This design comes from an exercise in tuning for small area, a short achievable clock period and few clock cycles per item on the open sky130 flow, not from production work.
Only simulation tests tie the RTL to the original design; equivalence was not proved.
Power figures rest on the tool's default switching activity, not on a simulated workload.

run A:
==> flow/design.v (excerpt) <==
module sparse_zero_page_run_builder #(
  parameter int BATCH_PAGES    = szp_pkg::BATCH_PAGES_DEF,
  parameter int MAX_PAGE_WORDS = szp_pkg::MAX_PAGE_WORDS_DEF
) (
  input  logic                            clk,
  input  logic                            rst,
  input  logic                            items_valid,
  output logic                            items_ready,
  input  logic [szp_pkg::DATA_W-1:0]      items_data_word,
  input  logic                            items_last_word,
  output logic                            runs_valid,
  input  logic                            runs_ready,
  output logic                            runs_run_kind,
  output logic [szp_pkg::RUN_WORDS_W-1:0] runs_run_words,
  output logic                            runs_run_final,
  output logic [szp_pkg::LIMIT_W-1:0]     runs_total_words,
  input  logic                            cfg_write,
  input  logic [szp_pkg::CFG_INDEX_W-1:0] cfg_index,
  input  logic [szp_pkg::CFG_DATA_W-1:0]  cfg_data
);
clock: 11.0 ns
lec_check: 0
cap_margin: 20
core_margin: 2
core_utilization: 40
slew_margin: 20
standard.sh (not shown) runs the stock make flow with config.mk's settings and CLKGATE_MAP_FILE= SYNTH_SCRIPT=/design/flow/synth_recipe.tcl, a recipe that flattens the netlist after the stock synthesis.
==> flow/flow/run.sh <==
#!/bin/bash
# The standard ORFS layout (the standard.sh), with four changes:
#  - repair_timing aims for 7.6 ns of setup margin at the design's 11 ns clock, so the
#    optimiser keeps working on paths the 11 ns constraint alone leaves untouched;
#  - the port buffers are sky130_fd_sc_hd__buf_1 instead of the default delay buffer;
#  - the clock tree is built from sky130_fd_sc_hd__clkbuf_8;
#  - the core is sized for 50% utilisation instead of 40%.
# The SDC, clock period, power grid and synthesis are unchanged.
set -euo pipefail
bash standard.sh SETUP_SLACK_MARGIN=7.6 "BUFFER_PORTS_ARGS=-buffer_cell sky130_fd_sc_hd__buf_1" CTS_BUF_LIST=sky130_fd_sc_hd__clkbuf_8 CORE_UTILIZATION=50 finish > flow_make.log 2>&1
Testbench counts of run A, summed over its fixed seeds: cycles 49,140, items 48,000.
Input-level comparison between run B and run A:
==> flow/flow/run.sh <==
#!/bin/bash
# The standard ORFS layout (the standard.sh), with three changes:
#  - repair_timing aims for 7.7 ns of setup margin at the design's 11 ns clock, so the
#    optimiser keeps working on paths the 11 ns constraint alone leaves untouched;
#  - the port buffers are sky130_fd_sc_hd__buf_1 instead of the default delay buffer;
#  - the clock tree is built from sky130_fd_sc_hd__clkbuf_8.
# The SDC, clock period, floorplan, power grid and synthesis are unchanged.
set -euo pipefail
bash standard.sh SETUP_SLACK_MARGIN=7.7 "BUFFER_PORTS_ARGS=-buffer_cell sky130_fd_sc_hd__buf_1" CTS_BUF_LIST=sky130_fd_sc_hd__clkbuf_8 finish > flow_make.log 2>&1
Results
- Diff run A..run B | number of clock buffers in the layout | negligible
- Going from run A to run B, static leakage power went up by about 5%; non-clock buffer count in the final layout went up by 22.
### run B -> run C
==> flow/flow/run.sh <==
#!/bin/bash
# The standard ORFS layout (the standard.sh), with three changes:
#  - repair_timing aims for 7.5 ns of setup margin at the design's 11 ns clock, so the
#    optimiser keeps working on paths the 11 ns constraint alone leaves untouched;
#  - the port buffers are sky130_fd_sc_hd__buf_1 instead of the default delay buffer;
#  - the clock tree is built from sky130_fd_sc_hd__clkbuf_8.
# The SDC, clock period, floorplan, power grid and synthesis are unchanged.
set -euo pipefail
bash standard.sh SETUP_SLACK_MARGIN=7.5 "BUFFER_PORTS_ARGS=-buffer_cell sky130_fd_sc_hd__buf_1" CTS_BUF_LIST=sky130_fd_sc_hd__clkbuf_8 finish > flow_make.log 2>&1
==> comparison <==
- Run C ran to completion and came out clean on the timing, design-rule and antenna checks.
- Run C: number of cell instances on the worst register-to-register path is 4 lower than what run B reported.
- Run B reports its highest routing layer actually used as met4 while run C reports met5.
- Run B -> run C: global-route track usage on met3 flat
- Final critical-path setup slack: run C worse than run B
For run D, these inputs were changed with respect to run C:
==> flow/flow/run.sh <==
#!/bin/bash
# The standard ORFS layout (the standard.sh), with three changes:
#  - repair_timing aims for 7.6 ns of setup margin at the design's 11 ns clock, so the
#    optimiser keeps working on paths the 11 ns constraint alone leaves untouched;
#  - the port buffers are sky130_fd_sc_hd__buf_1 instead of the default delay buffer;
#  - the clock tree is built from sky130_fd_sc_hd__clkbuf_8.
# The SDC, clock period, floorplan, power grid and synthesis are unchanged.
set -euo pipefail
bash standard.sh SETUP_SLACK_MARGIN=7.6 "BUFFER_PORTS_ARGS=-buffer_cell sky130_fd_sc_hd__buf_1" CTS_BUF_LIST=sky130_fd_sc_hd__clkbuf_8 finish > flow_make.log 2>&1
Delta (run D minus run C): number of filler instances in the final layout decreased by 1.4% relative to the old numbers, top fanout value on the critical path decreased by 10 relative to the old numbers, portion of total power attributed to combinational logic increased by 1.5 points relative to the old numbers, worst IR drop on VDD decreased by about 0.64% relative to the old numbers, critical path depth increased by 1 relative to the old numbers. Diff run C -> run D | average routed wire per standard cell | increase of about 1%.
What run E does differently from run D at the input level:
==> flow/flow/run.sh <==
#!/bin/bash
# The standard ORFS layout (the standard.sh), with five changes:
#  - repair_timing aims for 7.6 ns of setup margin at the design's 11 ns clock, so the
#    optimiser keeps working on paths the 11 ns constraint alone leaves untouched;
#  - the port buffers are sky130_fd_sc_hd__buf_1 instead of the default delay buffer;
#  - the clock tree is built from sky130_fd_sc_hd__clkbuf_8;
#  - the core is sized for 50% utilisation instead of 40%;
#  - placement puts no padding around cells.
# The SDC, clock period, power grid and synthesis are unchanged.
set -euo pipefail
bash standard.sh SETUP_SLACK_MARGIN=7.6 "BUFFER_PORTS_ARGS=-buffer_cell sky130_fd_sc_hd__buf_1" CTS_BUF_LIST=sky130_fd_sc_hd__clkbuf_8 CORE_UTILIZATION=50 CELL_PAD_IN_SITES_GLOBAL_PLACEMENT=0 CELL_PAD_IN_SITES_DETAIL_PLACEMENT=0 finish > flow_make.log 2>&1
==> comparison <==
Largest stage delay on the critical path (run E over run D): increase, 0.03 ns. Summary: with run D as the reference, area of the die in run E moved down by more than 10%. On final design utilization: between run E and run D, it ends up higher for run E. [diff] slack of the critical path, run E relative to run D: improvement. Run E: static leakage power about 1.6% below run D. Power in sequential cells across run E and run D: no real change. Looking at endpoint of the worst setup timing path, the u_core.acc[27]$_SDFFE_PP0P_ result is from run D; the u_core.orw[14]$_SDFFCE_PN0P_ one comes from run E. Lower die span in x goes to run E over run D.
What run F does differently from run E at the input level:
==> flow/flow/run.sh <==
#!/bin/bash
# The standard ORFS layout (the standard.sh), with four changes:
#  - repair_timing aims for 7.6 ns of setup margin at the design's 11 ns clock, so the
#    optimiser keeps working on paths the 11 ns constraint alone leaves untouched;
#  - the port buffers are sky130_fd_sc_hd__buf_1 instead of the default delay buffer;
#  - the clock tree is built from sky130_fd_sc_hd__clkbuf_8;
#  - the core is sized for 58% utilisation instead of 40%.
# The SDC, clock period, power grid and synthesis are unchanged.
set -euo pipefail
bash standard.sh SETUP_SLACK_MARGIN=7.6 "BUFFER_PORTS_ARGS=-buffer_cell sky130_fd_sc_hd__buf_1" CTS_BUF_LIST=sky130_fd_sc_hd__clkbuf_8 CORE_UTILIZATION=58 finish > flow_make.log 2>&1
Notes after the runs:
Of the two values seen for endpoint of the most critical setup path, u_core.orw[15]$_SDFFCE_PN0P_ was produced by run F and u_core.orw[14]$_SDFFCE_PN0P_ by run E.
Side by side, vias per cell turned out higher in run F than in run E.
Worst-case setup margin in the final layout up 0.0033 ns in run F wrt run E
In the metrics for run E and run F, the one carrying the higher via count is run F.

-- separate check: timing with driven ports --
The results above use ideal ports. As a check the final layouts listed here were re-extracted and re-timed, cells and wires unchanged. Step 1 sets driving cells, clkbuf_16 on the clock port and buf_2 on the other inputs (assumed; they add their load-dependent delay and slew). Step 2 moves the port delays by t, midway between the first and last clock arrival at a register: inputs arrive t later, outputs are due t later. That takes back most of the time a late clock gives input paths. a / b / c = ideal ports / drivers / drivers and shift; a / b = the first two.
run	shift t [ns]	slack for setup (ns)	clock arrival spread, ns	worst data-port slew with drivers (ns)
run A	0.492	7.639 / 7.602 / 7.109	0.016 / 0.015	0.07
run B	0.495	7.646 / 7.609 / 7.114	0.023 / 0.023	0.08
run C	0.497	7.545 / 7.538 / 7.040	0.019 / 0.019	0.07
run D	0.498	7.621 / 7.599 / 7.101	0.020 / 0.020	0.06
run E	0.492	7.639 / 7.602 / 7.109	0.016 / 0.015	0.07
run F	0.503	7.642 / 7.601 / 7.145	0.014 / 0.014	0.08
After both steps setup and hold are still met in every run listed. For run B, which loses most, drivers alone change the setup slack by -0.037 ns; drivers and shift together by -0.532 ns.
